This is an optimization exercise on Yosys and OpenROAD, whose aim is small area and a short achievable clock period, not a production implementation.
RTL that was checked went through simulation tests only; none was proved equivalent to the original.
No activity file was given, so power comes from the tool's default toggle rates.

==> flow/design.v <==
module data_mem_responder #(
    parameter int DATA_WIDTH  = 16,
    parameter int ADDR_WIDTH  = 8,
    parameter int WAIT_STATES = 2
) (
    input  logic                  clk,
    input  logic                  reset,
    input  logic                  mem_select,
    input  logic                  mem_read,
    input  logic [ADDR_WIDTH-1:0] addr,
    input  logic [DATA_WIDTH-1:0] wdata,
    output logic [DATA_WIDTH-1:0] rdata,
    output logic                  ready,
    output logic                  addr_error
);
    localparam bit ALIGN_CHECK = 1'b1;
    localparam int NWORDS = 2**(ADDR_WIDTH-1);
    logic [WAIT_STATES:0]  busy;
    logic                  idle;
    assign idle = ~(|busy) & ~ready;
    always_ff @(posedge clk) begin
        if (!reset) begin
            busy       <= '0;
            ready      <= 1'b0;
            addr_error <= 1'b0;
        end else begin
            busy       <= {busy[WAIT_STATES-1:0], mem_select & idle};
            ready      <= busy[WAIT_STATES] | (ready & mem_select);
            addr_error <= busy[WAIT_STATES] ? (ALIGN_CHECK & addr[0])
                                            : (addr_error & mem_select);
        end
    end
    logic [15:0] lo_nq;      
    logic [7:0]  hi_nq;      
    logic        wr_q;       
    always_ff @(posedge clk) begin
        for (int i = 0; i < 16; i++) lo_nq[i] <= (addr[4:1] != 4'(i));
        for (int j = 0; j < 8; j++)  hi_nq[j] <= (addr[7:5] != 3'(j));
        wr_q <= ~mem_read & ~(ALIGN_CHECK & addr[0]);
    end
    logic [DATA_WIDTH-1:0] ram [NWORDS];
    logic [7:0]            wr_hi_n;
    logic [NWORDS-1:0]     word_we;
    logic [NWORDS-1:0]     rd_sel;
    assign wr_hi_n = hi_nq | ~{8{busy[1] & wr_q & reset}};
    logic [NWORDS-1:0]     word_keep;
    for (genvar w = 0; w < NWORDS; w++) begin : g_word
        logic [DATA_WIDTH-1:0] nxt;
        assign word_we[w]   = ~(lo_nq[w % 16] | wr_hi_n[w / 16]);
        assign word_keep[w] = ~word_we[w];
        assign rd_sel[w]    = ~(lo_nq[w % 16] | hi_nq[w / 16]);
        for (genvar b = 0; b < DATA_WIDTH; b++) begin : g_bit
            dmem_ao22 u_nxt (.a0(ram[w][b]), .b0(word_keep[w]), .a1(wdata[b]), .b1(word_we[w]),
                             .y(nxt[b]));
        end
        always_ff @(posedge clk) begin
            ram[w] <= nxt;
        end
    end
    logic [DATA_WIDTH-1:0] rd_word;
    for (genvar b = 0; b < DATA_WIDTH; b++) begin : g_rbit
        logic [NWORDS-1:0] col;
        for (genvar w = 0; w < NWORDS; w++) begin : g_col
            assign col[w] = ram[w][b];
        end
        dmem_rd_bit u_rd (.sel(rd_sel), .d(col), .y(rd_word[b]));
    end
    always_ff @(posedge clk) begin
        rdata <= rd_word;
    end
endmodule
module dmem_rd_bit (
    input  logic [127:0] sel,
    input  logic [127:0] d,
    output logic         y
);
    logic [42:0] t_n;    
    logic [10:0] u;      
    logic [2:0]  v_n;    
    for (genvar k = 0; k < 42; k++) begin : g_t
        dmem_aoi222 u_t (.a0(sel[3*k]), .b0(d[3*k]), .a1(sel[3*k+1]), .b1(d[3*k+1]),
                         .a2(sel[3*k+2]), .b2(d[3*k+2]), .y(t_n[k]));
    end
    dmem_aoi22 u_t42 (.a0(sel[126]), .b0(d[126]), .a1(sel[127]), .b1(d[127]), .y(t_n[42]));
    for (genvar k = 0; k < 10; k++) begin : g_u
        dmem_nand4 u_u (.a(t_n[4*k]), .b(t_n[4*k+1]), .c(t_n[4*k+2]), .d(t_n[4*k+3]), .y(u[k]));
    end
    dmem_nand3 u_u10 (.a(t_n[40]), .b(t_n[41]), .c(t_n[42]), .y(u[10]));
    dmem_nor4 u_v0 (.a(u[0]), .b(u[1]), .c(u[2]), .d(u[3]), .y(v_n[0]));
    dmem_nor4 u_v1 (.a(u[4]), .b(u[5]), .c(u[6]), .d(u[7]), .y(v_n[1]));
    dmem_nor3 u_v2 (.a(u[8]), .b(u[9]), .c(u[10]), .y(v_n[2]));
    dmem_nand3 u_y (.a(v_n[0]), .b(v_n[1]), .c(v_n[2]), .y(y));
endmodule
module dmem_aoi222 (
    input  logic a0, b0, a1, b1, a2, b2,
    output logic y
);
    assign y = ~((a0 & b0) | (a1 & b1) | (a2 & b2));
endmodule
module dmem_aoi22 (
    input  logic a0, b0, a1, b1,
    output logic y
);
    assign y = ~((a0 & b0) | (a1 & b1));
endmodule
module dmem_nand4 (
    input  logic a, b, c, d,
    output logic y
);
    assign y = ~(a & b & c & d);
endmodule
module dmem_nand3 (
    input  logic a, b, c,
    output logic y
);
    assign y = ~(a & b & c);
endmodule
module dmem_nor4 (
    input  logic a, b, c, d,
    output logic y
);
    assign y = ~(a | b | c | d);
endmodule
module dmem_nor3 (
    input  logic a, b, c,
    output logic y
);
    assign y = ~(a | b | c);
endmodule
module dmem_ao22 (
    input  logic a0, b0, a1, b1,
    output logic y
);
    assign y = (a0 & b0) | (a1 & b1);
endmodule
Settings: LEC_CHECK=0, CAP_MARGIN=20, CORE_MARGIN=2, CORE_UTILIZATION=60, CTS_CLUSTER_DIAMETER=150, CTS_CLUSTER_SIZE=24, PLACE_DENSITY=0.7, SETUP_SLACK_MARGIN=3.0, SLEW_MARGIN=20, SYNTH_HIERARCHICAL=1, SYNTH_MINIMUM_KEEP_SIZE=0; clock period 6.0 ns.
run.sh (not shown) runs the stock make flow with config.mk's settings and CLKGATE_MAP_FILE= SYNTH_SCRIPT=/design/flow/synth_recipe.tcl, a recipe that flattens the netlist after the stock synthesis.
Change:
--- a/flow/design.v
+++ b/flow/design.v
@@ -43,18 +43,12 @@
     logic [NWORDS-1:0]     word_we;
     logic [NWORDS-1:0]     rd_sel;
     assign wr_hi_n = hi_nq | ~{8{busy[1] & wr_q & reset}};
-    logic [NWORDS-1:0]     word_keep;
     for (genvar w = 0; w < NWORDS; w++) begin : g_word
-        logic [DATA_WIDTH-1:0] nxt;
-        assign word_we[w]   = ~(lo_nq[w % 16] | wr_hi_n[w / 16]);
-        assign word_keep[w] = ~word_we[w];
-        assign rd_sel[w]    = ~(lo_nq[w % 16] | hi_nq[w / 16]);
-        for (genvar b = 0; b < DATA_WIDTH; b++) begin : g_bit
-            dmem_ao22 u_nxt (.a0(ram[w][b]), .b0(word_keep[w]), .a1(wdata[b]), .b1(word_we[w]),
-                             .y(nxt[b]));
-        end
+        assign word_we[w] = ~(lo_nq[w % 16] | wr_hi_n[w / 16]);
+        assign rd_sel[w]  = ~(lo_nq[w % 16] | hi_nq[w / 16]);
         always_ff @(posedge clk) begin
-            ram[w] <= nxt;
+            if (word_we[w])
+                ram[w] <= wdata;
         end
     end
     logic [DATA_WIDTH-1:0] rd_word;
@@ -127,9 +121,3 @@
 );
     assign y = ~(a | b | c);
 endmodule
-module dmem_ao22 (
-    input  logic a0, b0, a1, b1,
-    output logic y
-);
-    assign y = (a0 & b0) | (a1 & b1);
-endmodule
- The new run went through all stages and came out clean
- synthesized area climbs by 2.5%
- core utilization shrinks by 0.43 points
- total power came out higher by 2.2%
- register-to-register slack is better by 0.13 ns
- die area climbs by 2.5%
No functional check of the RTL was part of any run of this note.


data_mem_responder, a different RTL version from the one above (not shown whole).
For scale: ~5700 cells after synthesis, ~2200 flip-flops, ~46 I/O pins, ~73000 µm² of cells after synthesis.
==> module data_mem_responder, before the edit <==
module data_mem_responder #(
    parameter int DATA_WIDTH  = 16,
    parameter int ADDR_WIDTH  = 8,
    parameter int WAIT_STATES = 2
) (
    input  logic                  clk,
    input  logic                  reset,
    input  logic                  mem_select,
    input  logic                  mem_read,
    input  logic [ADDR_WIDTH-1:0] addr,
    input  logic [DATA_WIDTH-1:0] wdata,
    output logic [DATA_WIDTH-1:0] rdata,
    output logic                  ready,
    output logic                  addr_error
);
    localparam bit ALIGN_CHECK = 1'b1;
    localparam int NWORDS = 2**(ADDR_WIDTH-1);
    logic [WAIT_STATES:0]  busy;
    logic                  idle;
    assign idle = ~(|busy) & ~ready;
    always_ff @(posedge clk) begin
        if (!reset) begin
            busy       <= '0;
            ready      <= 1'b0;
            addr_error <= 1'b0;
        end else begin
            busy       <= {busy[WAIT_STATES-1:0], mem_select & idle};
            ready      <= busy[WAIT_STATES] | (ready & mem_select);
            addr_error <= busy[WAIT_STATES] ? (ALIGN_CHECK & addr[0])
                                            : (addr_error & mem_select);
        end
    end
    logic [15:0]           lo_nq;      
    logic [7:0]            hi_nq;      
    logic [DATA_WIDTH-1:0] wdata_q;
    logic [7:0]            wr_hi_nq;
    always_ff @(posedge clk) begin
        for (int i = 0; i < 16; i++) lo_nq[i] <= (addr[4:1] != 4'(i));
        for (int j = 0; j < 8; j++)  hi_nq[j] <= (addr[7:5] != 3'(j));
        wdata_q <= wdata;
        for (int j = 0; j < 8; j++)
            wr_hi_nq[j] <= ~(reset & busy[0] & ~mem_read & ~(ALIGN_CHECK & addr[0])
                             & (addr[7:5] == 3'(j)));
    end
    logic [DATA_WIDTH-1:0] ram [NWORDS];
    logic [NWORDS-1:0]     word_we;
    logic [NWORDS-1:0]     rd_sel;
    logic [NWORDS-1:0]     word_keep;
    for (genvar w = 0; w < NWORDS; w++) begin : g_word
        logic [DATA_WIDTH-1:0] nxt;
        assign word_we[w]   = ~(lo_nq[w % 16] | wr_hi_nq[w / 16]);
        assign word_keep[w] = ~word_we[w];
        assign rd_sel[w]    = ~(lo_nq[w % 16] | hi_nq[w / 16]);
        for (genvar b = 0; b < DATA_WIDTH; b++) begin : g_bit
            dmem_ao22 u_nxt (.a0(ram[w][b]), .b0(word_keep[w]), .a1(wdata_q[b]), .b1(word_we[w]),
                             .y(nxt[b]));
        end
        always_ff @(posedge clk) begin
            ram[w] <= nxt;
        end
    end
    logic [6*DATA_WIDTH-1:0] part_n;    
    logic [6*DATA_WIDTH-1:0] part_nq;
    for (genvar b = 0; b < DATA_WIDTH; b++) begin : g_rbit
        logic [NWORDS-1:0] col;
        for (genvar w = 0; w < NWORDS; w++) begin : g_col
            assign col[w] = ram[w][b];
        end
        dmem_rd_bit u_rd (.sel(rd_sel), .d(col), .y_n(part_n[6*b +: 6]));
    end
    always_ff @(posedge clk) begin
        part_nq <= part_n;
        for (int b = 0; b < DATA_WIDTH; b++)
            rdata[b] <= ~(&part_nq[6*b +: 6]);
    end
endmodule
clock: 6.0 ns
lec_check: 0
cap_margin: 20
core_margin: 2
core_utilization: 60
cts_cluster_diameter: 150
cts_cluster_size: 24
place_density: 0.7
setup_slack_margin: 3.5
slew_margin: 20
synth_hierarchical: 1
synth_minimum_keep_size: 0
The starting point produced a clean layout.
Next try:
--- a/flow/design.v
+++ b/flow/design.v
@@ -28,33 +28,31 @@
             ready      <= busy[WAIT_STATES] | (ready & mem_select);
             addr_error <= busy[WAIT_STATES] ? (ALIGN_CHECK & addr[0])
                                             : (addr_error & mem_select);
         end
     end
-    logic [15:0]           lo_nq;      
-    logic [7:0]            hi_nq;      
-    logic [DATA_WIDTH-1:0] wdata_q;
-    logic [7:0]            wr_hi_nq;
+    logic [15:0] lo_nq;      
+    logic [7:0]  hi_nq;      
+    logic        wr_q;       
     always_ff @(posedge clk) begin
         for (int i = 0; i < 16; i++) lo_nq[i] <= (addr[4:1] != 4'(i));
         for (int j = 0; j < 8; j++)  hi_nq[j] <= (addr[7:5] != 3'(j));
-        wdata_q <= wdata;
-        for (int j = 0; j < 8; j++)
-            wr_hi_nq[j] <= ~(reset & busy[0] & ~mem_read & ~(ALIGN_CHECK & addr[0])
-                             & (addr[7:5] == 3'(j)));
+        wr_q <= ~mem_read & ~(ALIGN_CHECK & addr[0]);
     end
     logic [DATA_WIDTH-1:0] ram [NWORDS];
+    logic [7:0]            wr_hi_n;
     logic [NWORDS-1:0]     word_we;
     logic [NWORDS-1:0]     rd_sel;
+    assign wr_hi_n = hi_nq | ~{8{busy[1] & wr_q & reset}};
     logic [NWORDS-1:0]     word_keep;
     for (genvar w = 0; w < NWORDS; w++) begin : g_word
         logic [DATA_WIDTH-1:0] nxt;
-        assign word_we[w]   = ~(lo_nq[w % 16] | wr_hi_nq[w / 16]);
+        assign word_we[w]   = ~(lo_nq[w % 16] | wr_hi_n[w / 16]);
         assign word_keep[w] = ~word_we[w];
         assign rd_sel[w]    = ~(lo_nq[w % 16] | hi_nq[w / 16]);
         for (genvar b = 0; b < DATA_WIDTH; b++) begin : g_bit
-            dmem_ao22 u_nxt (.a0(ram[w][b]), .b0(word_keep[w]), .a1(wdata_q[b]), .b1(word_we[w]),
+            dmem_ao22 u_nxt (.a0(ram[w][b]), .b0(word_keep[w]), .a1(wdata[b]), .b1(word_we[w]),
                              .y(nxt[b]));
         end
         always_ff @(posedge clk) begin
             ram[w] <= nxt;
         end
What happened: Power increases by 6.6%. Design area increases by 1.1%. Wire length increases by 5.7%. Sequential power increases by about 5%. Area after synthesis decreases by 0.48%. Synthesized cell count increases by 0.59%. First-iteration DRC count increases by 4.5%. Cell count increases by 1.2%.

==> static timing again, ports no longer ideal <==
The flow's constraints put no driver on any port. The routed layouts listed below were extracted and timed again, unchanged, in two steps.
Step 1 assumes that a clkbuf_16 drives the clock port and a buf_2 every other input.
Step 2 also shifts input and output timing later by t, the mid clock arrival at the registers, as if the neighbouring blocks saw the same clock.
a / b / c = no drivers / after step 1 / after step 2; a / b = the first two.
run	t (ns)	setup slack, ns	hold WS [ns]	worst slew at a driven data input, ns
the first run of note 1	0.816	2.769 / 2.769 / 2.048	0.487 / 0.487 / 0.487	0.11
the second run of note 1	0.790	2.899 / 2.899 / 2.183	0.481 / 0.481 / 0.481	0.09
the first run of note 2	0.793	3.494 / 3.481 / 3.131	0.438 / 0.438 / 0.438	0.05
the second run of note 2	0.803	3.364 / 3.364 / 2.674	0.383 / 0.383 / 0.383	0.06
After both steps every run listed still meets setup and hold. For the first run of note 1, which loses most, drivers alone change the setup slack by 0.000 ns; drivers and shift together by -0.721 ns.
